Source: an optimization exercise on an open RTL-to-GDS flow (aim: small area and a short achievable clock period). Production flows keep margins and buffers that such runs may drop.
Only simulation tests tie the RTL to the original design; equivalence was not proved.
Power figures rest on the tool's default switching activity, not on a simulated workload.

### flow/run.sh
#!/bin/bash
# synth_recipe.tcl (not shown) runs the flow's synth.tcl, then flattens the netlist and writes it again
# the make line also repeats each setting of config.mk as NAME=value (left out here)
make -C /OpenROAD-flow-scripts/flow DESIGN_CONFIG=/design/flow/config.mk WORK_HOME=/design/flow/orfs CLKGATE_MAP_FILE= SYNTH_SCRIPT=/design/flow/synth_recipe.tcl finish
### flow/config.mk
export PLATFORM = sky130hd
export DESIGN_NAME = fifo_generator_1
export DESIGN_NICKNAME = fifo_generator_1
export VERILOG_FILES = /design/flow/design.v
export SDC_FILE = /design/flow/constraint.sdc
export NUM_CORES = 4
export LEC_CHECK = 0
export CAP_MARGIN = 20
export CORE_MARGIN = 2
export CORE_UTILIZATION = 65
export CTS_BUF_LIST = sky130_fd_sc_hd__clkbuf_8 sky130_fd_sc_hd__clkbuf_16
export CTS_CLUSTER_DIAMETER = 60
export CTS_CLUSTER_SIZE = 30
export PLACE_DENSITY = 0.7
export SETUP_SLACK_MARGIN = 2.5
export SLEW_MARGIN = 20
### flow/constraint.sdc
create_clock -name core_clock -period 5.0 [get_ports {clk}]
set_input_delay 1.0000 -clock core_clock [delete_from_list [all_inputs] [get_ports {clk}]]
set_output_delay 1.0000 -clock core_clock [all_outputs]
set_load 0.01 [all_outputs]
### flow/design.v
module fifo_generator_1 (
    input  logic        clk,
    input  logic        srst,
    input  logic [7:0]  din,
    input  logic        wr_en,
    input  logic        rd_en,
    output logic [15:0] dout,
    output logic        full,
    output logic        empty,
    output logic [9:0]  rd_data_count,
    output logic [8:0]  wr_data_count
);
    localparam int WORDS = 128;
    logic [15:0] mem_r [WORDS];
    logic [15:0] wlo_n_r;     
    logic [15:0] whe_n_r;     
    logic [7:0]  rlo_r;       
    logic [15:0] rhi_r;       
    logic [8:0]  cnt_r;       
    logic        empty_r;
    logic [15:0] dout_r;
    logic [8:0]  cnt_o_r;     
    logic        empty_o_r;   
    logic        full_s;
    logic        wr_acc_s;
    logic        rd_acc_s;
    assign full_s   = cnt_r[8];
    assign wr_acc_s = wr_en & ~full_s;
    assign rd_acc_s = rd_en & ~empty_r;
    for (genvar i = 0; i < WORDS; i++) begin : g_mem
        always_ff @(posedge clk) begin
            if (!(whe_n_r[i/8] | wlo_n_r[2*(i%8)]))
                mem_r[i][15:8] <= din;
            if (!(whe_n_r[i/8] | wlo_n_r[2*(i%8)+1]))
                mem_r[i][7:0] <= din;
        end
    end
    logic [15:0] rd_word_s;
    always_comb begin
        rd_word_s = '0;
        for (int j = 0; j < 16; j++) begin
            logic [15:0] grp;
            grp = '0;
            for (int i = 0; i < 8; i++)
                grp = grp | (mem_r[8*j+i] & {16{rlo_r[i]}});
            rd_word_s = rd_word_s | (grp & {16{rhi_r[j]}});
        end
    end
    logic       up_s, dn_s;
    logic [8:0] cnt_nxt_s;
    logic       empty_nxt_s;
    assign up_s = wr_acc_s & ~rd_acc_s & cnt_r[0];
    assign dn_s = rd_acc_s & ~(wr_acc_s & cnt_r[0]);
    always_comb begin
        cnt_nxt_s[0] = cnt_r[0] ^ wr_acc_s;
        if (up_s)      cnt_nxt_s[8:1] = cnt_r[8:1] + 8'd1;
        else if (dn_s) cnt_nxt_s[8:1] = cnt_r[8:1] - 8'd1;
        else           cnt_nxt_s[8:1] = cnt_r[8:1];
        empty_nxt_s = dn_s ? (cnt_r[8:1] == 8'd1) : (~up_s & empty_r);
    end
    logic       up_o_s, dn_o_s;
    logic [8:0] cnt_o_nxt_s;
    logic       empty_o_nxt_s;
    assign up_o_s = wr_acc_s & ~rd_acc_s & cnt_o_r[0];
    assign dn_o_s = rd_acc_s & ~(wr_acc_s & cnt_o_r[0]);
    always_comb begin
        cnt_o_nxt_s[0] = cnt_o_r[0] ^ wr_acc_s;
        if (up_o_s)      cnt_o_nxt_s[8:1] = cnt_o_r[8:1] + 8'd1;
        else if (dn_o_s) cnt_o_nxt_s[8:1] = cnt_o_r[8:1] - 8'd1;
        else             cnt_o_nxt_s[8:1] = cnt_o_r[8:1];
        empty_o_nxt_s = dn_o_s ? (cnt_o_r[8:1] == 8'd1) : (~up_o_s & empty_o_r);
    end
    logic [15:0] wlo_n_nxt_s;
    logic [15:0] whe_n_nxt_s;
    always_comb begin
        wlo_n_nxt_s = wlo_n_r;
        if (wr_acc_s) wlo_n_nxt_s = {wlo_n_r[14:0], wlo_n_r[15]};
        if ((up_s && cnt_r[8:1] == 8'd127) || (full_s && !rd_acc_s))
            whe_n_nxt_s = '1;
        else if (full_s)
            whe_n_nxt_s = ~rhi_r;
        else if (wr_acc_s && !wlo_n_r[15])
            whe_n_nxt_s = {whe_n_r[14:0], whe_n_r[15]};
        else
            whe_n_nxt_s = whe_n_r;
    end
    always_ff @(posedge clk or negedge srst) begin
        if (!srst) begin
            wlo_n_r   <= ~16'd1;
            whe_n_r   <= ~16'd1;
            rlo_r     <= 8'd1;
            rhi_r     <= 16'd1;
            cnt_r     <= 9'd0;
            empty_r   <= 1'b1;
            dout_r    <= 16'h0000;
            cnt_o_r   <= 9'd0;
            empty_o_r <= 1'b1;
        end else begin
            wlo_n_r <= wlo_n_nxt_s;
            whe_n_r <= whe_n_nxt_s;
            if (rd_acc_s) begin
                rlo_r  <= {rlo_r[6:0], rlo_r[7]};
                if (rlo_r[7]) rhi_r <= {rhi_r[14:0], rhi_r[15]};
                dout_r <= rd_word_s;
            end
            cnt_r     <= cnt_nxt_s;
            empty_r   <= empty_nxt_s;
            cnt_o_r   <= cnt_o_nxt_s;
            empty_o_r <= empty_o_nxt_s;
        end
    end
    assign dout          = dout_r;
    assign full          = cnt_o_r[8];
    assign empty         = empty_o_r;
    assign wr_data_count = cnt_o_r;
    assign rd_data_count = {2'b00, cnt_o_r[8:1]};
endmodule
==> impl_results.md, run 1 <==
* Avg Synthesized Cell Area at 17.7 um^2
* Crit. path cell count at 9
* Critical Path End Type: flop
* FF-to-FF Start: rlo_r[4]
* Drc violations at 0
* Initial Util at 65.4%
* Top post-synthesis cells by count: 2048 x edfxtp_1, 1122 x a22oi_1, 294 x nor2_1
* CP max stage cell: a222oi_1
* Tcrit/Tclk final at 56.2%
* Site Rows at 127
* Wire length per cell at 34.7 um
* Final hold violations at 0
* Hold Crit Class: input pin to asynchronous set/reset pin
* Layout Skew at 0.0433 ns
* Initial antenna violation count at 6
* GR Layer Usage met2 at 52.9%
* RR Endpoint: dout_r[3]
* Die height at 351 um
* Max VDD drop at 411 uV
* CP Class: flop to flop
* CTS tree: yes
* Buf/Inv on CP at 4
* Worst path max stage delay at 0.80 ns
* Reg clk slew, reported paths at 0.08 ns
* Setup total negative slack at 0 ns
* Die Area at 123000 um^2
* Later-pin clock latency in the skew report at 0.78 ns
* Sw power at 8.39 mW
* Fin nets at 4479
* IO Pins at 49
* Biggest area consumer among synthesized cells: edfxtp_1
* Port Buffer Count at 46
* Vias in the first global route at 42200
* Outcome: finished clean
* R2R cell count at 9
* Unrepaired setup endpoints after global routing: true
* Total gr overflow at 0
* Mapped Cells at 4425
* Sequential share of power at 61.2%
* Startpoint types: flop
* First-pass GRT wire length at 303000 um
* Sw frac at 23.8%
* Routability Congestion at 0.855
* Setup violators final at 0
* Met3 usage at 8.31%
* R2R Setup Slk at 2.19 ns
* Total GRT Usage at 34.8%
* GRT Max-Usage Layer: met2
* Family with the most delay on the worst path: compound AO/OA/AOI/OAI gates
* Clk sink count at 2140
* Antenna Nets Post-Route at 0
* Most frequent CP cell: buf_12
* PD cells at 403 nW/um^2
* Synth Flop Type: edfxtp_1
* Number of buffers created by CTS at 136
* Synth unique cells at 43
* Final Power at 35.3 mW
* Req. time, crit path at 5.64 ns
* DP HPWL at 112000 um
* Critical Path Sink: dout_r[3]
* Detailed Route Iter0 Violations at 7151
* Drt total wl at 215000 um
* Die X at 351 um
* Crit Path Max Fanout at 5
* Synthesized area at 78400 um^2
* Pint at 26.9 mW
* Top cells by area, synth: edfxtp_1 78%, a22oi_1 11%, nand4_1 2.1%
* Core Region at 120000 um^2
* Slew HR at 19.7%
* Post-route cell area at 87600 um^2
* Placed Area at 80300 um^2
* Flops & latches, synth at 2140
* 1st-pass router iterations at 9
* Comb pwr share at 4.8%
* Area Growth Syn to Fin at 11.7%
* Post-CTS Hold Buffers at 0
* Max Root-Sink Buffers at 3
* Sequential fraction of the synthesis area at 81.5%
* Static leakage at 27.1 nW
* Data arrival, critical path at 3.45 ns
* Crit-path cells: buf_12 > buf_12 > buf_16 > buf_12 > a22oi_2 > nand4_1 > a222oi_1 > and3_4 > a31oi_1
* Fin. max-slew vios at 0
* Critical Path Source: rlo_r[4]
* Clock network fraction of design power at 34.1%
* Max Cap Viol at 0
* Vias per cell at 7.27
* Ys Warns at 2
* Post-synth ARST share at 4.30%
* Top cell type's share of synthesized area at 78.5%
* Fraction of layout instances using a drive strength above 1 at 13.9%
* Final Critical Period at 2.81 ns
* Largest net degree at the start of global routing at 145
* Count leader, synth: edfxtp_1
* Fmax at 356 MHz
* CTS H-tree depth at 4
* Actual slew at the worst max-slew pin at 1.20 ns
* Post-synth EDFFs at 2048
* Met1 Use GR at 50.6%
* Routed via count at 44900
* CTS root buffer: clkbuf_16
==> power by group through the flow <==
stage / Combinational [mW] / Clock, mW / Sequential, mW
3_3_place_gp: 1.51 / 0 / 21.9
4_1_cts: 1.65 / 12.0 / 21.5
6_report: 1.68 / 12.0 / 21.6
3_5_place_dp: 1.56 / 0 / 21.9
2_1_floorplan: 1.05 / 0 / 21.1
5_1_grt: 1.81 / 12.7 / 21.6
==> cells in the final DEF (no fill, tap or decap), types with 8 or more instances in the layout <==
master and n:
edfxtp_1 2048, dfrtp_2 16, xor2_1 9, o22a_1 16, nand2_1 34, clkbuf_16 148, buf_4 96, clkinv_1 11
clkinvlp_4 13, and3_1 12, a222oi_1 16, inv_6 19, nand4_1 261, a21oi_1 35, clkdlybuf4s15_1 20, inv_1 13
bufbuf_16 12, dfrtp_1 35, and3_4 8, inv_8 12, buf_16 25, a31oi_1 16, clkinv_2 10, buf_6 15
dfstp_2 33, mux2_2 31, bufinv_16 8, clkbuf_8 8, a22oi_1 1056, buf_2 11, nor2_1 294, a22oi_2 66
and4_1 11, clkinv_4 9, buf_12 47
==> logic make-up after synthesis <==
logic type	share of synthesized area, %
flip-flops	81.5
AO/OA/AOI/OAI	11.7
AND/OR/NAND/NOR	4.15
buffers and inverters	1.95
multiplexers	0.445
XOR/XNOR	0.156
adder cells (fa/ha/maj)	0.128
other	0.00479
==> per-layer routing <==
layer | routed length [um] | share of wire (%) | vias to the layer above
met5 | 26 | 0.012 | -
met4 | 7690 | 3.6 | 4
met3 | 28400 | 13 | 404
met2 | 99700 | 46 | 3072
met1 | 78900 | 37 | 23000
li1 | - | - | 18400
==> worst min path at each step <==
stage / end / slack (ns) / cells past startpoint
floorplan: empty_r / 0.46 / 2
global placement: empty_o_r / 0.47 / 2
detailed placement: empty_o_r / 0.47 / 2
CTS: cnt_r[5] / 0.34 / 1
global route: cnt_r[5] / 0.36 / 1
finish: cnt_r[3] / 0.34 / 1
==> metrics by stage <==
| step | worst slack, ns | hold WS (ns) | utilization [%] | cells |
|---|---|---|---|---|
| after floorplan | 2.35 | 0.462 | - | 4426 |
| after global placement | 1.29 | 0.472 | 67.1 | 5808 |
| after detailed placement | 1.27 | 0.469 | 67.1 | 5808 |
| after CTS | 2.36 | 0.335 | 72.6 | 6155 |
| after global routing | 2.23 | 0.365 | 73.1 | 6176 |
| final | 2.19 | 0.336 | 73.1 | 6178 |
==> final cells by class <==
| class | instances | area [um^2] |
|---|---|---|
| antenna | 2 | 5.00 |
| tap | 1612 | 2020 |
| clock buffer | 143 | 3580 |
| multi-input combinational | 1923 | 13400 |
| sequential | 2140 | 63900 |
| fill | 7068 | 32300 |
| inverter | 7 | 26.3 |
| clock inverter | 100 | 1040 |
| timing repair buffer | 251 | 3550 |
==> sequential cells by signal (all words and copies together) (netlist names) <==
register and cells:
rhi_r 16, wlo_n_r 16, dout_r 16, rlo_r 8
empty_r 1, whe_n_r 16, empty_o_r 1, cnt_o_r 9
mem_r 2048, cnt_r 9
==> what timing repair did <==
action	4_1_cts	5_1_grt
endpoints found under the setup margin	87	30
gates cloned	18	5
pin swaps	66	57
resized for setup	188	71
buffers inserted	86	16
==> run 2, diff against run 1 <==
--- a/flow/design.v
+++ b/flow/design.v
@@ -15,5 +15,5 @@
     logic [15:0] wlo_n_r;     
     logic [15:0] whe_n_r;     
-    logic [7:0]  rlo_r;       
+    logic [7:0]  rlo_r [4];   
     logic [15:0] rhi_r;       
     logic [8:0]  cnt_r;       
@@ -43,5 +43,5 @@
             grp = '0;
             for (int i = 0; i < 8; i++)
-                grp = grp | (mem_r[8*j+i] & {16{rlo_r[i]}});
+                grp = grp | (mem_r[8*j+i] & {16{rlo_r[j/4][i]}});
             rd_word_s = rd_word_s | (grp & {16{rhi_r[j]}});
         end
@@ -89,5 +89,5 @@
             wlo_n_r   <= ~16'd1;
             whe_n_r   <= ~16'd1;
-            rlo_r     <= 8'd1;
+            for (int q = 0; q < 4; q++) rlo_r[q] <= 8'd1;
             rhi_r     <= 16'd1;
             cnt_r     <= 9'd0;
@@ -100,6 +100,6 @@
             whe_n_r <= whe_n_nxt_s;
             if (rd_acc_s) begin
-                rlo_r  <= {rlo_r[6:0], rlo_r[7]};
-                if (rlo_r[7]) rhi_r <= {rhi_r[14:0], rhi_r[15]};
+                for (int q = 0; q < 4; q++) rlo_r[q] <= {rlo_r[q][6:0], rlo_r[q][7]};
+                if (rlo_r[0][7]) rhi_r <= {rhi_r[14:0], rhi_r[15]};
                 dout_r <= rd_word_s;
             end
--- a/flow/config.mk
+++ b/flow/config.mk
@@ -8,9 +8,8 @@
 export CAP_MARGIN = 20
 export CORE_MARGIN = 2
-export CORE_UTILIZATION = 65
+export CORE_UTILIZATION = 55
 export CTS_BUF_LIST = sky130_fd_sc_hd__clkbuf_8 sky130_fd_sc_hd__clkbuf_16
 export CTS_CLUSTER_DIAMETER = 60
 export CTS_CLUSTER_SIZE = 30
-export PLACE_DENSITY = 0.7
 export SETUP_SLACK_MARGIN = 2.5
 export SLEW_MARGIN = 20
==> run 2 against run 1 <==
  * Sequential cell count up 24
  * Combinational power down 14%
  * Global-route usage down 4.2 points
  * Sequential power down 3%
  * Sequential share of layout area up 0.66 points
  * Maximum frequency up 9.4%
  * Via count down 0.64%
  * Core utilization down 12 points
  * Critical path type unchanged
  * Highest routed layer unchanged
==> impl_results.md, run 2 <==
* Site Rows at 139
* Most common cell after layout, fill and taps aside: edfxtp_1
* FILL cells at 10300
* Flops & latches, synth at 2164
* Synth unique cells at 45
* Final Critical Period at 2.57 ns
* Die height at 383 um
* Top cells by area, synth: edfxtp_1 78%, a22oi_1 11%, dfrtp_1 2.5%
* Crit Path Max Fanout at 18
* CTS tree: yes
* Fmax at 389 MHz
* Top cell type's share of synthesized area at 77.7%
* Drc violations at 0
* Clock network fraction of design power at 36.2%
* Later-pin clock latency in the skew report at 0.83 ns
* PD cells at 401 nW/um^2
* Setup total negative slack at 0 ns
* Fin nets at 4541
* Drt total wl at 228000 um
* Actual slew at the worst max-slew pin at 1.21 ns
* Comb pwr share at 4.1%
* Multi-input gate area at 13500 um^2
* Total gr overflow at 0
* Largest net degree at the start of global routing at 122
* First-pass GRT wire length at 317000 um
* Vias per cell at 6.82
* Req. time, crit path at 5.71 ns
* Sequential fraction of the synthesis area at 81.5%
* Mapped Cells at 4518
* Seq. cell area at 64600 um^2
* Reg clk slew, reported paths at 0.09 ns
* Port Buffer Count at 46
* Hold Crit Class: input pin to asynchronous set/reset pin
* Routed via count at 44600
* Worst path max stage delay at 0.81 ns
* CTS root buffer: clkbuf_16
* Area Growth Syn to Fin at 10.9%
* Sw power at 8.38 mW
* Ys Warns at 3
* Wire length per cell at 34.8 um
* Top flop regs: mem_r: 2048 flops, rlo_r: 32 flops
* Sequential share of power at 59.7%
* Clk sink count at 2164
* Top post-synthesis cells by count: 2048 x edfxtp_1, 1122 x a22oi_1, 294 x nor2_1
* Detailed Route Iter0 Violations at 5545
* Sw frac at 23.9%
* Routability Congestion at 0.859
* Die Area at 147000 um^2
* Fin. max-slew vios at 0
* Biggest register: mem_r
* Layout Skew at 0.0391 ns
* Synth Flop Type: edfxtp_1
* Setup violators final at 0
* Antenna Nets Post-Route at 0
* Synthesized area at 79100 um^2
* Data arrival, critical path at 3.28 ns
* Number of buffers created by CTS at 140
* CP Class: flop to flop
* Core Region at 143000 um^2
* Fraction of layout instances using a drive strength above 1 at 13.4%
* Static leakage at 27.2 nW
* Initial antenna violation count at 12
* Max Cap Viol at 0
* Critical Path End Type: flop
* Post-synth EDFFs at 2048
* Final Power at 35.1 mW
* Largest register FFs at 2048
* Max VDD drop at 286 uV
* CTS H-tree depth at 4
* Count leader, synth: edfxtp_1
* DP HPWL at 130000 um
* 1st-pass router iterations at 7
* Avg Synthesized Cell Area at 17.5 um^2
* Initial Util at 55.3%
* Pint at 26.8 mW
* Max Root-Sink Buffers at 3
* Total GRT Usage at 30.6%
* Commonest cells after routing, fill and taps aside: 2048 x edfxtp_1, 1093 x a22oi_1, 294 x nor2_1
* Tcrit/Tclk final at 51.4%
* Outcome: finished clean
* Vias in the first global route at 42000
* Biggest area consumer among synthesized cells: edfxtp_1
* Crit-path cells: a22oi_1 > nand4_1 > a222oi_1 > and3_4 > a31oi_1
* CP max stage cell: a222oi_1
* IO Pins at 49
* Post-synth ARST share at 5.36%
* Slew HR at 19.1%
* Startpoint types: flop
* Final hold violations at 0
* Unrepaired setup endpoints after global routing: true
* Die X at 383 um
-- run 2: logic make-up (layout without fill, tap and decap cells) --
family,Yosys count,in the layout,synth area share [%]
DFF,2164,2164,81.5
AOI/OAI and AO/OA,1221,1221,11.5
and+or+nand+nor,717,720,4.47
buffers and inverters,362,480,1.82
muxes,31,31,0.441
xor gates and xnor gates,14,14,0.155
adders and majority gates,8,8,0.127
other,1,3,0.00474
-- run 2: area by class of cell --
type | count | area share, %
tap | 1903 | 2.71
clock buffer | 150 | 4.27
antenna | 1 | 0.00285
multi-input combinational | 1996 | 15.4
clock inverter | 111 | 1.38
timing repair buffer | 213 | 2.61
sequential | 2164 | 73.6
inverter | 6 | 0.0257
-- run 2: worst max-delay path: cells and delay by family (launching register included) --
kind,cells,cell delay [ns]
AOI/OAI and AO/OA,3,1.15
and+or+nand+nor,2,0.70
DFF,1,0.61
-- run 2: power by group through the flow --
stage,Sequential (mW),Combinational [mW],Clock (mW)
3_5_place_dp,21.4,1.30,0
4_1_cts,20.9,1.42,12.8
6_report,21.0,1.44,12.7
5_1_grt,21.0,1.53,13.4
2_1_floorplan,20.6,0.786,0
3_3_place_gp,21.4,1.28,0
-- run 2: metrics by stage --
| step | hold WS (ns) | std cells | setup WS [ns] | area (um^2) | util, % |
|---|---|---|---|---|---|
| CTS | 0.208 | 6507 | 2.38 | 87200 | 60.9 |
| finish | 0.247 | 6544 | 2.43 | 87700 | 61.3 |
| floorplan | 0.442 | 4519 | 2.54 | 79100 | - |
| global route | 0.271 | 6543 | 2.45 | 87700 | 61.3 |
| global placement | 0.480 | 6198 | 1.40 | 81500 | 56.9 |
| detailed placement | 0.476 | 6198 | 1.36 | 81500 | 56.9 |
-- run 2: layer usage --
metal,global-route usage (%),share of wire [%],vias up
li1,-,-,18600
met1,44.2,40,23200
met2,45.9,46,2375
met3,6.41,10,383
met4,12.2,4.3,14
met5,0,0.040,-
-- run 2: path summary, 6_finish.rpt --
| path | slack (ns) | cells after the start | endpoint | start |
|---|---|---|---|---|
| worst max-delay path | 2.43 | 5 | dout_r[4] | rlo_r[2][7] |
| worst min-delay path | 0.25 | 1 | dout_r[0] | srst |
| worst max register to register | 2.43 | 5 | dout_r[4] | rlo_r[2][7] |
| worst min register to register | 0.52 | 1 | cnt_r[5] | cnt_r[5] |
| max in group asynchronous | 3.60 | 2 | rlo_r[2][7] | srst |
| min in group core_clock | 0.52 | 1 | cnt_r[5] | cnt_r[5] |
-- run 2: timing repair --
| item | in CTS | in global routing |
|---|---|---|
| pin swaps | 19 | 23 |
| hold buffers | 0 | 0 |
| resized for setup | 237 | 28 |
| cloned | 3 | 2 |
| setup buffers | 45 | 34 |
| endpoints found under the hold margin | 0 | 0 |
| endpoints found under the setup margin | 83 | 36 |
==> run 3, diff against run 2 <==
--- a/flow/config.mk
+++ b/flow/config.mk
@@ -13,3 +13,3 @@
 export CTS_CLUSTER_SIZE = 30
 export SETUP_SLACK_MARGIN = 2.5
-export SLEW_MARGIN = 20
+export SLEW_MARGIN = 65
==> run 3 against run 2 <==
  * Sequential cell count did not move
  * Total power grew 2.6%
  * Critical path type unchanged
  * Sequential power down 2%
  * First-iteration DRC count up 7.8%
  * Combinational power increased by 83%
  * Synthesized cell count did not move
  * Cell count increased by 0.72%
  * Critical path depth is 1 higher
  * Still clean
  * Via count rose by 0.19%
==> impl_results.md, run 3 <==
* Setup total negative slack at 0 ns
* Startpoint types: flop
* Tcrit/Tclk final at 50.4%
* Vias in the first global route at 42300
* Final Critical Period at 2.52 ns
* Die X at 383 um
* CTS root buffer: clkbuf_16
* Ys Warns at 3
* Worst min-delay path startpoint: empty_r
* Top cell type's share of synthesized area at 77.7%
* Routability Congestion at 0.859
* Initial antenna violation count at 12
* Synthesized area at 79100 um^2
* Core Region at 143000 um^2
* Count leader, synth: edfxtp_1
* Final Instance Count excl. Fillers at 6591
* CP Class: flop to flop
* Largest net degree at the start of global routing at 121
* Comb pwr share at 7.3%
* Routed via count at 44700
* Hold Crit Class: flop to flop
* Actual slew at the worst max-slew pin at 0.549 ns
* Outcome: finished clean
* Max Root-Sink Buffers at 3
* Sequential share of power at 57.1%
* Fin. max-slew vios at 0
* R2R cell count at 6
* Biggest register: mem_r
* Layout Utilization at 63.3%
* Fin nets at 4588
* Die height at 383 um
* Sw frac at 24.6%
* Setup violators final at 0
* Fraction of layout instances using a drive strength above 1 at 20.0%
* Fmax at 397 MHz
* Most common cell after layout, fill and taps aside: edfxtp_1
* Top post-synthesis cells by count: 2048 x edfxtp_1, 1122 x a22oi_1, 294 x nor2_1
* Req. time, crit path at 5.71 ns
* Vias per cell at 6.78
* WHS at 0.487 ns
* Top flop regs: mem_r: 2048 flops, rlo_r: 32 flops
* CTS H-tree depth at 4
* DP Cell Count at 6266
* Detailed Route Iter0 Violations at 5975
* Max Cap Viol at 0
* Total GRT Usage at 30.4%
* Commonest cells after routing, fill and taps aside: 2048 x edfxtp_1, 1099 x a22oi_1, 262 x nand4_1
* Later-pin clock latency in the skew report at 0.82 ns
* Total gr overflow at 0
* Unrepaired setup endpoints after global routing: true
* Clock network fraction of design power at 35.6%
* Synth Flop Type: edfxtp_1
* Area Growth Syn to Fin at 14.6%
* DP HPWL at 138000 um
* Critical Path End Type: flop
* Avg Synthesized Cell Area at 17.5 um^2
* Max VDD drop at 295 uV
* Hold Path Depth at 2
* Static leakage at 27.6 nW
* Sequential fraction of the synthesis area at 81.5%
* Number of buffers created by CTS at 139
* Flops & latches, synth at 2164
* Die Area at 147000 um^2
* FF-to-FF Start: rlo_r[2][5]
* Initial Util at 55.3%
* Site Rows at 139
* R2R Setup Slk at 2.48 ns
* CTS tree: yes
* Wire length per cell at 34.1 um
* Pint at 27.2 mW
* IO Pins at 49
* Drt total wl at 225000 um
* First-pass GRT wire length at 316000 um
* 1st-pass router iterations at 6
* Post-synth EDFFs at 2048
* Synth unique cells at 45
* Antenna Nets Post-Route at 0
* Post-synth ARST share at 5.36%
* RR Endpoint: dout_r[5]
* Sw power at 8.86 mW
* Data arrival, critical path at 3.23 ns
* Final hold violations at 0
* Layout Skew at 0.0382 ns
* Slew HR at 63.4%
* Worst Hold Path EP: empty_r
* Top cells by area, synth: edfxtp_1 78%, a22oi_1 11%, dfrtp_1 2.5%
* Clk sink count at 2164
* Mapped Cells at 4518
* Drc violations at 0
* Final Power at 36.0 mW
* Largest register FFs at 2048
* PD cells at 398 nW/um^2
* Biggest area consumer among synthesized cells: edfxtp_1
* Crit Path Max Fanout at 32
* Port Buffer Count at 46
* Reg clk slew, reported paths at 0.09 ns
-- run 3: worst max path at each step --
| stage | startpoint | end | slack [ns] | cells after the start |
|---|---|---|---|---|
| after floorplan | wr_en | cnt_o_r[8] | 2.54 | 8 |
| after global placement | rd_en | whe_n_r[9] | 1.40 | 6 |
| after detailed placement | wr_en | whe_n_r[14] | 1.57 | 7 |
| after CTS | dout_r[7] | dout[7] | 2.41 | 1 |
| after global routing | rlo_r[0][0] | dout_r[6] | 2.43 | 7 |
| final | rlo_r[2][5] | dout_r[5] | 2.48 | 6 |
-- run 3: what timing repair did --
action,4_1_cts,5_1_grt
hold buffers,1,0
pin swaps,10,12
setup endpoints to repair,66,33
resized for setup,165,40
buffers inserted,29,22
hold endpoints to repair,7,0
-- run 3: per-stage QoR --
step | area (um^2) | setup WS [ns]
after floorplan | 79100 | 2.54
after global placement | 81500 | 1.40
after detailed placement | 84600 | 1.57
after CTS | 90000 | 2.41
after global routing | 90700 | 2.43
final | 90700 | 2.48
-- run 3: final cells by class --
| type | count | area, um^2 |
|---|---|---|
| clock buffer | 148 | 3690 |
| sequential | 2164 | 64700 |
| antenna | 2 | 5.00 |
| timing repair buffer | 264 | 3460 |
| tap | 1903 | 2380 |
| fill | 9856 | 52500 |
| multi-input combinational | 1993 | 15100 |
| clock inverter | 111 | 1320 |
| inverter | 6 | 22.5 |
-- run 3: layer usage --
metal  part of all wire, %  GRT usage, %  vias up
met1                    41          44.6    23500
met3                   8.6          5.13      301
li1                      -             -    18800
met4                   3.3          9.86        6
met5                 0.016             0        -
met2                    47          46.8     2163
-- run 3: worst max-delay path: stages (launching register included) --
cell      delay (ns)
dfrtp_4         0.68
a22oi_1         0.28
nand4_1         0.31
a222oi_1        0.46
buf_2           0.23
and3_1          0.30
a31oi_1         0.12
-- run 3: power groups by stage --
stage                     clock network [mW]  registers [mW]  logic [mW]
final                                   12.8            20.6        2.63
after global routing                    13.6            20.6        2.71
after CTS                               12.9            20.6        2.56
after detailed placement                   0            21.0        2.48
after global placement                     0            21.4        1.28
after floorplan                            0            20.6       0.786
-- run 3: logic make-up (layout without fill, tap and decap cells) --
logic type	after synthesis	in the layout	synth area share, %
xor+xnor	14	14	0.155
mux	31	31	0.441
buf+inv	362	529	1.82
compound gates	1221	1221	11.5
other cells	1	4	0.00474
simple gates	717	717	4.47
fa+ha+maj	8	8	0.127
flops	2164	2164	81.5
==> run 4, diff against run 3 <==
--- a/flow/config.mk
+++ b/flow/config.mk
@@ -8,8 +8,9 @@
 export CAP_MARGIN = 20
 export CORE_MARGIN = 2
-export CORE_UTILIZATION = 55
+export CORE_UTILIZATION = 65
 export CTS_BUF_LIST = sky130_fd_sc_hd__clkbuf_8 sky130_fd_sc_hd__clkbuf_16
 export CTS_CLUSTER_DIAMETER = 60
 export CTS_CLUSTER_SIZE = 30
+export PLACE_DENSITY = 0.72
 export SETUP_SLACK_MARGIN = 2.5
 export SLEW_MARGIN = 65
==> run 4 against run 3 <==
  * Highest routed layer unchanged
  * Clock skew grew 0.014 ns
  * Setup slack got worse by 0.069 ns
  * Critical endpoint unchanged
  * Maximum frequency down 2.7%
  * Core utilization increased by 11 points
  * Synthesized cell count unchanged
  * Routed wire length shrank 4.6%
  * First-iteration DRC count increased by 16%
  * Sequential share of layout area increased by 0.88 points
  * Via count rose by 1.9%
  * Still clean
==> impl_results.md, run 4 <==
* Mapped Cells at 4518
* Commonest cells after routing, fill and taps aside: 2048 x edfxtp_1, 1108 x a22oi_1, 262 x nand4_1
* Post-synth EDFFs at 2048
* Final Critical Period at 2.59 ns
* Crit-path cells: buf_6 > a22oi_1 > nand4_1 > a222oi_1 > buf_2 > and3_2 > a31oi_1
* Worst path max stage delay at 0.57 ns
* Avg Synthesized Cell Area at 17.5 um^2
* Synth Flop Type: edfxtp_1
* Clk sink count at 2164
* Sequential fraction of the synthesis area at 81.5%
* Slew HR at 63.1%
* Max Cap Viol at 0
* Biggest register: mem_r
* Vias in the first global route at 43100
* WHS at 0.115 ns
* Top cells by area, synth: edfxtp_1 78%, a22oi_1 11%, dfrtp_1 2.5%
* Flops & latches, synth at 2164
* Die Area at 125000 um^2
* PD cells at 398 nW/um^2
* Biggest area consumer among synthesized cells: edfxtp_1
* Place WS at 1.78 ns
* CTS root buffer: clkbuf_16
* Buf/Inv on CP at 2
* Top cell type's share of synthesized area at 77.7%
* CP Class: flop to flop
* Static leakage at 27.3 nW
* Setup total negative slack at 0 ns
* Req. time, crit path at 5.66 ns
* Top post-synthesis cells by count: 2048 x edfxtp_1, 1122 x a22oi_1, 294 x nor2_1
* IO Pins at 49
* Final hold violations at 0
* Die X at 353 um
* Final worst slack at 2.41 ns
* Critical Path End Type: flop
* Hold Crit Class: input pin to asynchronous set/reset pin
* Fmax at 386 MHz
* Actual slew at the worst max-slew pin at 0.554 ns
* DP HPWL at 130000 um
* CTS tree: yes
* Most common cell after layout, fill and taps aside: edfxtp_1
* Synthesized area at 79100 um^2
* Ys Warns at 3
* Count leader, synth: edfxtp_1
* Post-synth ARST share at 5.36%
* Drc violations at 0
* First-pass GRT wire length at 304000 um
* Startpoint types: flop
* Setup violators final at 0
* FILL cells at 6849
* Antenna Nets Post-Route at 0
* Family with the most delay on the worst path: compound AO/OA/AOI/OAI gates
* Data arrival, critical path at 3.25 ns
* Top flop regs: mem_r: 2048 flops, rlo_r: 32 flops
* Total gr overflow at 0
* Synth unique cells at 45
* Vias per cell at 7.26
* CP max stage cell: a222oi_1
* Routability Congestion at 0.884
* Layout Utilization at 73.9%
* Fin nets at 4560
* Port Buffer Count at 46
* Initial antenna violation count at 12
* Site Rows at 128
* Fraction of layout instances using a drive strength above 1 at 18.6%
* Initial Util at 65.3%
* Max VDD drop at 355 uV
* Routed via count at 45600
* Unrepaired setup endpoints after global routing: true
* Reg clk slew, reported paths at 0.08 ns
* CTS H-tree depth at 4
* 1st-pass router iterations at 8
* Largest register FFs at 2048
* Drt total wl at 214000 um
* Fin. max-slew vios at 0
* Later-pin clock latency in the skew report at 0.79 ns
* Tcrit/Tclk final at 51.8%
* Detailed Route Iter0 Violations at 6945
* Max Root-Sink Buffers at 3
* Outcome: finished clean
* Wire length per cell at 34.1 um
* Largest net degree at the start of global routing at 125
* Number of buffers created by CTS at 136
* Post-CTS Hold Buffers at 0
* Core Region at 121000 um^2
* Area Growth Syn to Fin at 13.2%
* Die height at 353 um
* Layout Skew at 0.0521 ns
* Total GRT Usage at 34.0%
* Crit Path Max Fanout at 24
[run 4: cell counts after synthesis]
Identical to the previous run, type by type.
[run 4: cells by family (layout without fill, tap and decap cells)]
family / Yosys count / in the layout / share of synthesized area, %
mux: 31 / 31 / 0.441
other cells: 1 / 5 / 0.00474
simple gates: 717 / 717 / 4.47
compound gates: 1221 / 1221 / 11.5
flops: 2164 / 2164 / 81.5
buf+inv: 362 / 491 / 1.82
fa+ha+maj: 8 / 8 / 0.127
xor+xnor: 14 / 14 / 0.155
[run 4: where the power goes]
part	internal [mW]	switching [mW]	leakage, nW
combinational	0.812	1.56	5.18
sequential	20.0	0.613	19.7
clock	6.30	6.32	2.40
[run 4: worst paths after layout]
check	startpoint	endpoint	slack, ns	depth (start not counted)
worst max-delay path	rlo_r[2][4]	dout_r[5]	2.41	7
max in group asynchronous	srst	rhi_r[9]	4.07	2
worst max register to register	rlo_r[2][4]	dout_r[5]	2.41	7
worst min register to register	empty_r	empty_r	0.49	2
worst min-delay path	srst	cnt_o_r[6]	0.11	1
min in group core_clock	empty_r	empty_r	0.49	2
[run 4: worst reg2reg max path, stage by stage (launching register included)]
cell and delay (ns):
dfrtp_2 0.52, buf_6 0.24, a22oi_1 0.21, nand4_1 0.36, a222oi_1 0.57, buf_2 0.25, and3_2 0.26, a31oi_1 0.10
[run 4: cell type report]
cell class / instances / area, um^2 / area share, %
antenna: 3 / 7.51 / 0.00838
clock buffer: 146 / 3620 / 4.04
clock inverter: 100 / 1280 / 1.43
inverter: 6 / 22.5 / 0.0251
multi-input combinational: 1993 / 14900 / 16.6
sequential: 2164 / 64700 / 72.3
tap: 1625 / 2030 / 2.27
timing repair buffer: 239 / 2990 / 3.34
[run 4: through the flow]
| step | std cells | total power, mW | instance area, um^2 |
|---|---|---|---|
| finish | 6276 | 35.7 | 89600 |
| global route | 6273 | 36.3 | 89600 |
| CTS | 6247 | 35.5 | 88800 |
| detailed placement | 5982 | 23.2 | 83700 |
| global placement | 5920 | 22.5 | 81000 |
| floorplan | 4519 | 21.3 | 79100 |
[run 4: layer usage]
layer  track usage [%]  up-vias  share of wire [%]
li1                  -    18700                  -
met1              48.9    23300                 37
met2              50.4     3106                 46
met3              8.24      469                 12
met4              15.3        8                5.0
met5                 0        -              0.028
[run 4: timing repair]
action,CTS,global route
gates resized for setup,126,29
pin swaps,6,16
setup endpoints to repair,50,20
cloned,0,0
setup buffers,19,14
==> run 5, diff against run 4 <==
--- a/flow/design.v
+++ b/flow/design.v
@@ -15,5 +15,5 @@
     logic [15:0] wlo_n_r;     
     logic [15:0] whe_n_r;     
-    logic [7:0]  rlo_r [4];   
+    logic [7:0]  rlo_r;       
     logic [15:0] rhi_r;       
     logic [8:0]  cnt_r;       
@@ -43,5 +43,5 @@
             grp = '0;
             for (int i = 0; i < 8; i++)
-                grp = grp | (mem_r[8*j+i] & {16{rlo_r[j/4][i]}});
+                grp = grp | (mem_r[8*j+i] & {16{rlo_r[i]}});
             rd_word_s = rd_word_s | (grp & {16{rhi_r[j]}});
         end
@@ -89,5 +89,5 @@
             wlo_n_r   <= ~16'd1;
             whe_n_r   <= ~16'd1;
-            for (int q = 0; q < 4; q++) rlo_r[q] <= 8'd1;
+            rlo_r     <= 8'd1;
             rhi_r     <= 16'd1;
             cnt_r     <= 9'd0;
@@ -100,6 +100,6 @@
             whe_n_r <= whe_n_nxt_s;
             if (rd_acc_s) begin
-                for (int q = 0; q < 4; q++) rlo_r[q] <= {rlo_r[q][6:0], rlo_r[q][7]};
-                if (rlo_r[0][7]) rhi_r <= {rhi_r[14:0], rhi_r[15]};
+                rlo_r  <= {rlo_r[6:0], rlo_r[7]};
+                if (rlo_r[7]) rhi_r <= {rhi_r[14:0], rhi_r[15]};
                 dout_r <= rd_word_s;
             end
==> flow/flow/run.sh (new file) <==
#!/bin/bash
# The standard layout, with clock tree synthesis told not to add dummy loads.
set -e
cat standard.sh > standard_sh.log
export CTS_ARGS="-sink_clustering_enable -repair_clock_nets -sink_clustering_size 30 -sink_clustering_max_diameter 60 -buf_list {sky130_fd_sc_hd__clkbuf_8 sky130_fd_sc_hd__clkbuf_16} -dont_use_dummy_load"
bash standard.sh finish > standard.log 2>&1
==> flow/standard.sh (new file) <==
#!/bin/bash
# synth_recipe.tcl (not shown) runs the flow's synth.tcl, then flattens the netlist and writes it again
# the make line also repeats each setting of config.mk as NAME=value (left out here)
make -C /OpenROAD-flow-scripts/flow DESIGN_CONFIG=/design/flow/config.mk WORK_HOME=/design/flow/orfs CLKGATE_MAP_FILE= SYNTH_SCRIPT=/design/flow/synth_recipe.tcl "${@:-finish}"
--- a/flow/config.mk
+++ b/flow/config.mk
@@ -8,9 +8,8 @@
 export CAP_MARGIN = 20
 export CORE_MARGIN = 2
-export CORE_UTILIZATION = 65
+export CORE_UTILIZATION = 55
 export CTS_BUF_LIST = sky130_fd_sc_hd__clkbuf_8 sky130_fd_sc_hd__clkbuf_16
 export CTS_CLUSTER_DIAMETER = 60
 export CTS_CLUSTER_SIZE = 30
-export PLACE_DENSITY = 0.72
 export SETUP_SLACK_MARGIN = 2.5
-export SLEW_MARGIN = 65
+export SLEW_MARGIN = 20
removed: flow/run.sh
==> run 5 against run 4 <==
  * Still clean on timing, DRC and antenna
  * Total power decreased by 5.5%
  * Clock skew about the same
  * Register-to-register slack gained 0.03 ns
  * Via count fell by 3.8%
  * Critical path type unchanged
  * Critical endpoint unchanged
  * Largest power group unchanged
==> impl_results.md, run 5 <==
* Top cells by area, synth: edfxtp_1 78%, a22oi_1 11%, nand4_1 2.1%
* Synth unique cells at 43
* Total gr overflow at 0
* Detailed Route Iter0 Violations at 6238
* Routed via count at 43800
* Mapped Cells at 4425
* 1st-pass router iterations at 6
* Drt total wl at 221000 um
* Vias in the first global route at 41300
* Largest net degree at the start of global routing at 127
* Avg Synthesized Cell Area at 17.7 um^2
* FF-to-FF Start: rlo_r[3]
* Top post-synthesis cells by count: 2048 x edfxtp_1, 1122 x a22oi_1, 294 x nor2_1
* Actual slew at the worst max-slew pin at 1.31 ns
* Critical Path End Type: flop
* Fin. max-slew vios at 0
* Flops & latches, synth at 2140
* Fmax at 390 MHz
* Max Root-Sink Buffers at 3
* Top cell type's share of synthesized area at 78.5%
* Most common cell after layout, fill and taps aside: edfxtp_1
* Vias per cell at 6.94
* CTS tree: yes
* Count leader, synth: edfxtp_1
* Synth Flop Type: edfxtp_1
* Max Cap Viol at 0
* Initial Util at 55.4%
* Fin nets at 4441
* DP HPWL at 117000 um
* Tcrit/Tclk final at 51.2%
* Largest register FFs at 2048
* CTS H-tree depth at 4
* Die Area at 146000 um^2
* Setup total negative slack at 0 ns
* Critical Path Source: rlo_r[3]
* Wire length per cell at 35.0 um
* Ys Warns at 2
* Core Region at 141000 um^2
* Die X at 381 um
* Later-pin clock latency in the skew report at 0.79 ns
* Final Power at 33.7 mW
* Final Critical Period at 2.56 ns
* Post-synth ARST share at 4.30%
* Area Growth Syn to Fin at 9.72%
* Site Rows at 138
* Setup violators final at 0
* Number of buffers created by CTS at 139
* Die height at 381 um
* Total GRT Usage at 29.9%
* Biggest area consumer among synthesized cells: edfxtp_1
* Unrepaired setup endpoints after global routing: true
* FILL cells at 10200
* Post-CTS Hold Buffers at 0
* Commonest cells after routing, fill and taps aside: 2048 x edfxtp_1, 1058 x a22oi_1, 294 x nor2_1
* Antenna Nets Post-Route at 0
* Slew HR at 12.4%
* GRT Max-Usage Layer: met2
* Synthesized area at 78400 um^2
* CTS root buffer: clkbuf_16
* Outcome: finished clean
* GR Layer Usage met2 at 45.6%
* Routability Congestion at 0.831
* Met3 usage at 5.40%
* Final hold violations at 0
* Met1 Use GR at 45.0%
* Data arrival, critical path at 3.23 ns
* First-pass GRT wire length at 310000 um
* Static leakage at 26.2 nW
* Reg clk slew, reported paths at 0.09 ns
* CP Class: flop to flop
* Biggest register: mem_r
* Layout Skew at 0.0520 ns
* IO Pins at 49
* Max VDD drop at 291 uV
* Crit Path Max Fanout at 5
* Startpoint types: flop
* Sequential fraction of the synthesis area at 81.5%
* PD cells at 392 nW/um^2
* Hold Crit Class: input pin to asynchronous set/reset pin
* Initial antenna violation count at 5
* Clk sink count at 2140
* Post-synth EDFFs at 2048
* Req. time, crit path at 5.67 ns
* WHS at 0.321 ns
* Fraction of layout instances using a drive strength above 1 at 11.8%
* Drc violations at 0
* Port Buffer Count at 46
run 5: cell types whose count changed after synthesis, sizes merged, moves of 2 or more:
| cell | previous run | this run |
|---|---|---|
| a22o | 2 | 0 |
| buf | 109 | 130 |
| clkbuf | 247 | 227 |
| dfrtp | 79 | 58 |
| dfstp | 37 | 34 |
| nand2 | 108 | 35 |
| nand3 | 3 | 6 |
| nor3 | 3 | 1 |
| or3 | 0 | 2 |
run 5: final cells by class:
type	instances	area, um^2	area share, %
flip-flops and latches	2140	63900	74.3
multi-input cells	1923	13400	15.6
clock buffers	139	3480	4.05
repair buffers	210	2800	3.26
well taps	1890	2360	2.75
inverters	7	26.3	0.0306
diodes	2	5.00	0.00582
run 5: routing by layer:
metal,share of wire (%),vias up,routed length (um)
met5,0.0059,-,13
met4,2.7,2,5850
met3,10,318,22300
met2,46,2356,102000
met1,41,23000,90200
li1,-,18200,-
run 5: power breakdown:
group / switching, mW / total [mW] / internal [mW]
clock network: 5.49 / 10.4 / 4.93
registers: 1.04 / 21.6 / 20.5
logic: 1.19 / 1.67 / 0.479
total: 7.73 / 33.7 / 25.9
run 5: what timing repair did:
item	4_1_cts	5_1_grt
gates cloned	12	5
gates resized for setup	201	75
buffers inserted	56	12
pin swaps	24	51
endpoints found under the setup margin	70	20
run 5: cell families (layout without fill, tap and decap cells):
family	Yosys count	count (layout)	synth area share [%]
other	1	4	0.00479
buffers and inverters	364	356	1.95
and+or+nand+nor	644	645	4.15
xor gates and xnor gates	14	14	0.156
DFF	2140	2140	81.5
adders and majority gates	8	8	0.128
AOI/OAI and AO/OA	1223	1223	11.7
muxes	31	31	0.445
run 5: worst paths after layout:
check,end,slack (ns),cells after the start
max,dout_r[5],2.44,7
min,cnt_r[6],0.32,1
max reg2reg,dout_r[5],2.44,7
min reg2reg,empty_o_r,0.49,2
max in group asynchronous,dout_r[1],3.58,2
min in group core_clock,empty_o_r,0.49,2
run 5: critical path, stage by stage (launching register included):
cell and delay (ns):
dfrtp_4 0.53, buf_12 0.17, bufbuf_16 0.28, a22oi_1 0.18, nand4_1 0.31, a222oi_1 0.59
and3_1 0.28, a31oi_1 0.09
run 5: stage by stage:
| stage | std cells | setup slack (ns) | util (%) | cell area, um^2 |
|---|---|---|---|---|
| floorplan | 4426 | 2.35 | - | 78400 |
| global placement | 6085 | 1.25 | 57.1 | 80700 |
| detailed placement | 6085 | 1.21 | 57.1 | 80700 |
| CTS | 6292 | 2.46 | 60.4 | 85400 |
| global route | 6310 | 2.37 | 60.8 | 86000 |
| finish | 6311 | 2.44 | 60.8 | 86000 |
==> run 6, diff against run 5 <==
==> flow/flow/run.sh (replaced) <==
#!/bin/bash
# The standard layout, with clock tree synthesis told not to add dummy loads
# and to drive the register clusters with clkbuf_8.
set -e
export CTS_ARGS="-sink_clustering_enable -repair_clock_nets -sink_clustering_size 20 -sink_clustering_max_diameter 45 -buf_list {sky130_fd_sc_hd__clkbuf_8 sky130_fd_sc_hd__clkbuf_16} -root_buf sky130_fd_sc_hd__clkbuf_16 -sink_clustering_buffer sky130_fd_sc_hd__clkbuf_8 -dont_use_dummy_load"
bash standard.sh finish > standard.log 2>&1
--- a/flow/config.mk
+++ b/flow/config.mk
@@ -9,7 +9,6 @@
 export CORE_MARGIN = 2
 export CORE_UTILIZATION = 55
-export CTS_BUF_LIST = sky130_fd_sc_hd__clkbuf_8 sky130_fd_sc_hd__clkbuf_16
-export CTS_CLUSTER_DIAMETER = 60
-export CTS_CLUSTER_SIZE = 30
+export CTS_CLUSTER_DIAMETER = 45
+export CTS_CLUSTER_SIZE = 20
 export SETUP_SLACK_MARGIN = 2.5
 export SLEW_MARGIN = 20
==> run 6 against run 5 <==
  * Still clean
  * Non-clock buffer count is 1 lower
  * Cell count is 0.63% higher
  * Register-to-register slack worse by 0.03 ns
  * Largest power group unchanged
==> impl_results.md, run 6 <==
* Static leakage at 25.8 nW
* Die Area at 146000 um^2
* Setup total negative slack at 0 ns
* Req. time, crit path at 5.66 ns
* Crit Path Max Fanout at 47
* Count leader, synth: edfxtp_1
* Fin nets at 4481
* Final Instance Count excl. Fillers at 6351
* CP Class: flop to flop
* Synth unique cells at 43
* Data arrival, critical path at 3.25 ns
* Post-synth EDFFs at 2048
* Place WS at 1.21 ns
* Initial antenna violation count at 8
* Core Region at 141000 um^2
* Family with the most delay on the worst path: compound AO/OA/AOI/OAI gates
* CTS tree: yes
* Sequential fraction of the synthesis area at 81.5%
* Biggest area consumer among synthesized cells: edfxtp_1
* FILL cells at 10300
* Antenna Nets Post-Route at 0
* Top post-synthesis cells by count: 2048 x edfxtp_1, 1122 x a22oi_1, 294 x nor2_1
* Crit-path cells: buf_12 > buf_8 > a22oi_1 > nand4_1 > a222oi_1 > and3_4 > a31oi_1
* Mapped Cells at 4425
* Max Root-Sink Buffers at 3
* Initial Util at 55.4%
* Buf/Inv on CP at 2
* Vias per cell at 6.92
* Site Rows at 138
* Clk sink count at 2140
* Startpoint types: flop
* Hold Crit Class: input pin to asynchronous set/reset pin
* Die X at 381 um
* Final worst slack at 2.41 ns
* DP HPWL at 117000 um
* Die height at 381 um
* Actual slew at the worst max-slew pin at 1.19 ns
* CP max stage cell: a222oi_1
* Later-pin clock latency in the skew report at 0.80 ns
* Drc violations at 0
* PD cells at 379 nW/um^2
* First-pass GRT wire length at 310000 um
* Final hold violations at 0
* Total gr overflow at 0
* Wire length per cell at 34.8 um
* IO Pins at 49
* Final Power at 32.2 mW
* Critical Path End Type: flop
* Top cells by area, synth: edfxtp_1 78%, a22oi_1 11%, nand4_1 2.1%
* CTS H-tree depth at 4
* Fraction of layout instances using a drive strength above 1 at 11.9%
* Post-synth ARST share at 4.30%
* Final Critical Period at 2.59 ns
* Post-route cell area at 85000 um^2
* Placed Area at 80700 um^2
* Worst path max stage delay at 0.66 ns
* Max Cap Viol at 0
* Total GRT Usage at 29.9%
* Number of buffers created by CTS at 180
* Vias in the first global route at 41600
* Setup violators final at 0
* Largest register FFs at 2048
* Outcome: finished clean
* CTS root buffer: clkbuf_16
* Fin. max-slew vios at 0
* Detailed Route Iter0 Violations at 6294
* Synthesized area at 78400 um^2
* Most common cell after layout, fill and taps aside: edfxtp_1
* Flops & latches, synth at 2140
* Tcrit/Tclk final at 51.8%
* Routability Congestion at 0.831
* Synth Flop Type: edfxtp_1
* Commonest cells after routing, fill and taps aside: 2048 x edfxtp_1, 1080 x a22oi_1, 294 x nor2_1
* Slew HR at 20.9%
* Post-CTS Hold Buffers at 0
* Top cell type's share of synthesized area at 78.5%
* Reg clk slew, reported paths at 0.10 ns
* DP Cell Count at 6085
* Port Buffer Count at 46
* Area Growth Syn to Fin at 8.42%
* Max VDD drop at 293 uV
* Layout Utilization at 60.1%
* Largest net degree at the start of global routing at 127
* Layout Skew at 0.0801 ns
* Drt total wl at 221000 um
* Fmax at 386 MHz
* Routed via count at 44000
* Unrepaired setup endpoints after global routing: true
* Ys Warns at 2
* WHS at 0.299 ns
* Biggest register: mem_r
* Avg Synthesized Cell Area at 17.7 um^2
* 1st-pass router iterations at 8
## run 6: cell counts after synthesis
Identical to the previous run, type by type.
## run 6: cell families (layout without fill, tap and decap cells)
family	after synthesis	in the layout	synth area share (%)
muxes	31	31	0.445
other	1	4	0.00479
buffers and inverters	364	396	1.95
DFF	2140	2140	81.5
AOI/OAI and AO/OA	1223	1223	11.7
and+or+nand+nor	644	645	4.15
adders and majority gates	8	8	0.128
xor gates and xnor gates	14	14	0.156
## run 6: worst paths after layout
path                       slack (ns)   endpoint  depth (start not counted)       from
setup / recovery                 2.41  dout_r[9]                          7   rlo_r[3]
min in group core_clock          0.49  empty_o_r                          2  empty_o_r
hold / removal                   0.30   rlo_r[7]                          1       srst
max in group asynchronous        3.58  dout_r[4]                          2       srst
hold reg to reg                  0.49  empty_o_r                          2  empty_o_r
setup reg to reg                 2.41  dout_r[9]                          7   rlo_r[3]
## run 6: layout make-up
type | instances | area (um^2) | area share (%)
inverters | 7 | 26.3 | 0.0309
flip-flops and latches | 2140 | 63900 | 75.2
well taps | 1890 | 2360 | 2.78
multi-input cells | 1923 | 13300 | 15.6
repair buffers | 209 | 2710 | 3.19
clock buffers | 180 | 2670 | 3.14
diodes | 2 | 5.00 | 0.00589
## run 6: power breakdown
group | internal, mW | total [mW] | switching (mW)
clock | 3.53 | 8.91 | 5.39
combinational | 0.495 | 1.70 | 1.20
sequential | 20.5 | 21.6 | 1.04
total | 24.6 | 32.2 | 7.62
## run 6: worst register-to-register path, stage by stage, from the launching register on
cell	delay (ns)
dfrtp_4	0.50
buf_12	0.17
buf_8	0.21
a22oi_1	0.32
nand4_1	0.15
a222oi_1	0.66
and3_4	0.36
a31oi_1	0.10
## run 6: what timing repair did
| action | 4_1_cts | 5_1_grt |
|---|---|---|
| resized for setup | 177 | 62 |
| setup buffers | 54 | 14 |
| setup endpoints to repair | 70 | 42 |
| pin swaps | 16 | 37 |
| endpoints found under the hold margin | 0 | 0 |
| gates cloned | 9 | 7 |
## run 6: layer usage
| layer | vias to the layer above | wire [um] | track usage, % | part of all wire, % |
|---|---|---|---|---|
| li1 | 18200 | - | - | - |
| met1 | 23000 | 90400 | 44.9 | 41 |
| met2 | 2367 | 103000 | 45.8 | 47 |
| met3 | 329 | 22000 | 5.19 | 9.9 |
| met4 | 2 | 5590 | 8.10 | 2.5 |
| met5 | - | 13 | 0 | 0.0059 |
==> run 7, diff against run 6 <==
==> flow/flow/run.sh (replaced) <==
#!/bin/bash
# The standard layout, with clock tree synthesis told not to add dummy loads,
# and the slow single-size cell a222oi_1 added to the platform's don't-use list.
set -e
export CTS_ARGS="-sink_clustering_enable -repair_clock_nets -sink_clustering_size 30 -sink_clustering_max_diameter 60 -buf_list {sky130_fd_sc_hd__clkbuf_8 sky130_fd_sc_hd__clkbuf_16} -dont_use_dummy_load"
bash standard.sh "DONT_USE_CELLS=sky130_fd_sc_hd__probe_p_8 sky130_fd_sc_hd__probec_p_8 sky130_fd_sc_hd__lpflow_bleeder_1 sky130_fd_sc_hd__lpflow_clkbufkapwr_1 sky130_fd_sc_hd__lpflow_clkbufkapwr_16 sky130_fd_sc_hd__lpflow_clkbufkapwr_2 sky130_fd_sc_hd__lpflow_clkbufkapwr_4 sky130_fd_sc_hd__lpflow_clkbufkapwr_8 sky130_fd_sc_hd__lpflow_clkinvkapwr_1 sky130_fd_sc_hd__lpflow_clkinvkapwr_16 sky130_fd_sc_hd__lpflow_clkinvkapwr_2 sky130_fd_sc_hd__lpflow_clkinvkapwr_4 sky130_fd_sc_hd__lpflow_clkinvkapwr_8 sky130_fd_sc_hd__lpflow_decapkapwr_12 sky130_fd_sc_hd__lpflow_decapkapwr_3 sky130_fd_sc_hd__lpflow_decapkapwr_4 sky130_fd_sc_hd__lpflow_decapkapwr_6 sky130_fd_sc_hd__lpflow_decapkapwr_8 sky130_fd_sc_hd__lpflow_inputiso0n_1 sky130_fd_sc_hd__lpflow_inputiso0p_1 sky130_fd_sc_hd__lpflow_inputiso1n_1 sky130_fd_sc_hd__lpflow_inputiso1p_1 sky130_fd_sc_hd__lpflow_inputisolatch_1 sky130_fd_sc_hd__lpflow_isobufsrc_1 sky130_fd_sc_hd__lpflow_isobufsrc_16 sky130_fd_sc_hd__lpflow_isobufsrc_2 sky130_fd_sc_hd__lpflow_isobufsrc_4 sky130_fd_sc_hd__lpflow_isobufsrc_8 sky130_fd_sc_hd__lpflow_isobufsrckapwr_16 sky130_fd_sc_hd__lpflow_lsbuf_lh_hl_isowell_tap_1 sky130_fd_sc_hd__lpflow_lsbuf_lh_hl_isowell_tap_2 sky130_fd_sc_hd__lpflow_lsbuf_lh_hl_isowell_tap_4 sky130_fd_sc_hd__lpflow_lsbuf_lh_isowell_4 sky130_fd_sc_hd__lpflow_lsbuf_lh_isowell_tap_1 sky130_fd_sc_hd__lpflow_lsbuf_lh_isowell_tap_2 sky130_fd_sc_hd__lpflow_lsbuf_lh_isowell_tap_4  sky130_fd_sc_hd__a222oi_1" finish > standard.log 2>&1
--- a/flow/config.mk
+++ b/flow/config.mk
@@ -9,6 +9,7 @@
 export CORE_MARGIN = 2
 export CORE_UTILIZATION = 55
-export CTS_CLUSTER_DIAMETER = 45
-export CTS_CLUSTER_SIZE = 20
+export CTS_BUF_LIST = sky130_fd_sc_hd__clkbuf_8 sky130_fd_sc_hd__clkbuf_16
+export CTS_CLUSTER_DIAMETER = 60
+export CTS_CLUSTER_SIZE = 30
 export SETUP_SLACK_MARGIN = 2.5
 export SLEW_MARGIN = 20
==> run 7 against run 6 <==
  * Critical path type unchanged
  * Still clean
  * Count of clock-buffer cells in the layout is 42 lower
  * Largest power group unchanged
  * Register-to-register slack got worse by 0.04 ns
  * Largest cell class unchanged
  * Routed wire length increased by 0.61%
  * Highest routed layer unchanged
==> impl_results.md, run 7 <==
* DP Cell Count at 6093
* Commonest cells after routing, fill and taps aside: 2048 x edfxtp_1, 982 x a22oi_1, 290 x nor2_1
* Reg clk slew, reported paths at 0.08 ns
* Req. time, crit path at 5.67 ns
* Buf/Inv on CP at 4
* Placed Area at 80800 um^2
* FF-to-FF Start: rlo_r[4]
* Multi-input gate area at 14300 um^2
* Critical Path Source: rlo_r[4]
* Post-CTS Hold Buffers at 0
* Met1 Routed Length at 92200 um
* Fmax at 380 MHz
* Routability Congestion at 0.845
* Layout Skew at 0.0609 ns
* Post-synth ARST share at 4.30%
* Synth Flop Type: edfxtp_1
* Antenna Nets Post-Route at 0
* Sw power at 7.66 mW
* Mux cell area share after synthesis at 0.301%
* Site Rows at 138
* Max Cap Viol at 0
* Mapped Cells at 4416
* Later-pin clock latency in the skew report at 0.81 ns
* Total gr overflow at 0
* Post-synth EDFFs at 2048
* Crit Path Max Fanout at 7
* Routed via count at 44100
* CP max stage cell: a2111oi_4
* Wire length per cell at 35.2 um
* Ys Warns at 2
* Avg Synthesized Cell Area at 17.8 um^2
* Port Buffer Count at 46
* Simple-gate area share of the yosys netlist at 3.20%
* Unrepaired setup endpoints after global routing: true
* WHS at 0.327 ns
* Clk sink count at 2140
* Outcome: finished clean
* Synthesized area at 78500 um^2
* Drc violations at 0
* CTS root buffer: clkbuf_16
* Clock network fraction of design power at 30.8%
* CTS tree: yes
* Number of buffers created by CTS at 138
* Crit-path cells: buf_6 > buf_16 > buf_12 > buf_16 > a22oi_2 > a41oi_2 > a2111oi_4 > nand3_2 > o22a_1
* 1st-pass router iterations at 6
* Core Region at 142000 um^2
* Vias per cell at 6.96
* Max VDD drop at 279 uV
* Data arrival, critical path at 3.30 ns
* Static leakage at 25.6 nW
* Sequential fraction of the synthesis area at 81.3%
* Final hold violations at 0
* Hold Crit Class: input pin to asynchronous set/reset pin
* Die height at 382 um
* Top post-synthesis cells by count: 2048 x edfxtp_1, 1042 x a22oi_1, 290 x nor2_1
* Vias in the first global route at 41500
* Fraction of layout instances using a drive strength above 1 at 13.8%
* Initial antenna violation count at 4
* Actual slew at the worst max-slew pin at 1.21 ns
* Post-synthesis adder-cell area fraction at 0.128%
* Final Critical Period at 2.63 ns
* Post-route cell area at 86900 um^2
* Largest net degree at the start of global routing at 132
* Die X at 382 um
* Detailed Route Iter0 Violations at 5850
* DR top layer: met5
* Top cell type's share of synthesized area at 78.4%
* Final Instance Count excl. Fillers at 6327
* Initial Util at 55.4%
* Area Growth Syn to Fin at 10.7%
* Max Root-Sink Buffers at 3
* Most common cell after layout, fill and taps aside: edfxtp_1
* Slew HR at 19.5%
* FILL cells at 10200
* Tcrit/Tclk final at 52.7%
* Most frequent CP cell: buf_16
* PD cells at 386 nW/um^2
* Pint at 25.9 mW
* Setup total negative slack at 0 ns
* Routed wl met2 at 101000 um
* Fin. max-slew vios at 0
* Comb pwr share at 4.9%
* CTS H-tree depth at 4
* Count leader, synth: edfxtp_1
* Fin nets at 4457
* Largest family of logic cells by synthesized area: compound AO/OA/AOI/OAI gates
* Compound-Gate Fraction of Synth Area at 12.8%
* Post-Synth XOR/XNOR Area at 0.156%
* DP HPWL at 123000 um
* Biggest area consumer among synthesized cells: edfxtp_1
* Sequential share of power at 64.2%
* Sw frac at 22.8%
* Die Area at 146000 um^2
* Startpoint types: flop
* Total GRT Usage at 30.1%
* First-pass GRT wire length at 313000 um
* Biggest register: mem_r
* Met3 WL at 23700 um
* Setup violators final at 0
* IO Pins at 49
* Critical Path End Type: flop
* Largest register FFs at 2048
* Final Power at 33.6 mW
* Worst path max stage delay at 0.61 ns
* CP Class: flop to flop
* Top cells by area, synth: edfxtp_1 78%, a22oi_1 10%, dfrtp_1 1.8%
* Seq. cell area at 63900 um^2
* Flops & latches, synth at 2140
* Family with the most delay on the worst path: compound AO/OA/AOI/OAI gates
* Drt total wl at 222000 um
* Synth unique cells at 48
[run 7: cell types whose count changed after synthesis, sizes merged, moves of 14 or more]
| cell | previous run | this run |
|---|---|---|
| a21oi | 35 | 79 |
| nor4 | 0 | 14 |
| a222oi | 16 | 0 |
| clkbuf | 227 | 151 |
| nand2 | 35 | 55 |
| a2111oi | 0 | 14 |
| a41oi | 1 | 139 |
| a22oi | 1122 | 1042 |
| buf | 130 | 199 |
| nand4 | 261 | 123 |
| a31oi | 17 | 3 |
[run 7: layer usage]
metal / up-vias / GRT usage [%]
li1: 18200 / -
met1: 23200 / 46.1
met2: 2344 / 44.7
met3: 296 / 6.18
met4: 4 / 7.36
met5: - / 0
[run 7: worst register-to-register path, stage by stage (launching register included)]
cell and delay [ns]:
dfrtp_4 0.55, buf_6 0.16, buf_16 0.17, buf_12 0.16, buf_16 0.14, a22oi_2 0.16
a41oi_2 0.19, a2111oi_4 0.61, nand3_2 0.20, o22a_1 0.21
[run 7: area by class of cell]
cell class | instances | share of cell area (%)
Multi-Input combinational cell | 1911 | 16.4
Inverter | 17 | 0.0922
Sequential cell | 2140 | 73.5
Tap cell | 1890 | 2.72
Timing Repair Buffer | 229 | 3.23
Antenna cell | 2 | 0.00576
Clock buffer | 138 | 3.97
[run 7: power groups by stage]
stage	sequential, mW	combinational [mW]	clock (mW)
after floorplan	21.1	1.04	0
after detailed placement	21.9	1.57	0
after global placement	21.9	1.54	0
final	21.6	1.66	10.3
after global routing	21.6	1.78	11.0
after CTS	21.5	1.66	10.4
[run 7: worst paths after layout]
check,end,slack [ns],depth (start not counted)
setup reg to reg,dout_r[10],2.37,9
hold reg to reg,cnt_r[6],0.50,1
setup / recovery,dout_r[10],2.37,9
min in group core_clock,cnt_r[6],0.50,1
hold / removal,cnt_r[8],0.33,1
max in group asynchronous,rlo_r[6],3.79,2
[run 7: stage by stage]
step	utilization (%)	setup WS, ns
2_1_floorplan	-	2.35
3_3_place_gp	57.1	1.21
3_5_place_dp	57.1	1.16
4_1_cts	60.8	2.35
5_1_grt	61.4	2.27
6_report	61.4	2.37
[run 7: logic make-up (layout without fill, tap and decap cells)]
kind of cell    count (synthesis)  after routing
compound gates               1329           1329
fa+ha+maj                       8              8
simple gates                  536            537
mux                            21             21
xor+xnor                       14             14
flops                        2140           2140
buf+inv                       367            384
other cells                     1              4
[run 7: repair_timing]
action                                 CTS  global route
setup buffers                           75             6
endpoints found under the hold margin    0             0
pin swaps                               47            69
setup endpoints to repair               73            33
resized for setup                      255           109
cloned                                   9             4

==> port drivers added, routing unchanged <==
The results above use ideal ports. As a check the final layouts listed here were re-extracted and re-timed, cells and wires unchanged.
Step 1: set_driving_cell puts a clkbuf_16 on clk and a buf_2 on each other input, an assumption about the parent block.
Step 2 also shifts input and output timing later by t, the mid clock arrival at the registers, as if the neighbouring blocks saw the same clock.
Slacks: no drivers / after step 1 / after step 2; pairs: no drivers / after step 1.
run	t, ns	slack for setup (ns)	hold slack, ns	clock arrival spread, ns	pins driven straight from the clock port
run 1	0.851	2.190 / 2.190 / 1.942	0.336 / 0.295 / 0.479	0.058 / 0.059	1
run 2	0.891	2.431 / 2.431 / 1.764	0.247 / 0.199 / 0.518	0.042 / 0.042	1
run 3	0.891	2.478 / 2.445 / 1.721	0.487 / 0.480 / 0.487	0.041 / 0.041	1
run 4	0.846	2.409 / 2.409 / 1.877	0.115 / 0.088 / 0.493	0.055 / 0.054	1
run 5	0.855	2.438 / 2.438 / 1.879	0.321 / 0.259 / 0.488	0.069 / 0.069	1
run 6	0.859	2.410 / 2.389 / 1.876	0.299 / 0.237 / 0.489	0.108 / 0.108	1
run 7	0.862	2.366 / 2.366 / 1.791	0.327 / 0.278 / 0.500	0.071 / 0.072	1
After both steps every run listed still meets setup and hold. For run 3, which loses most, drivers alone change the setup slack by -0.033 ns; drivers and shift together by -0.757 ns.
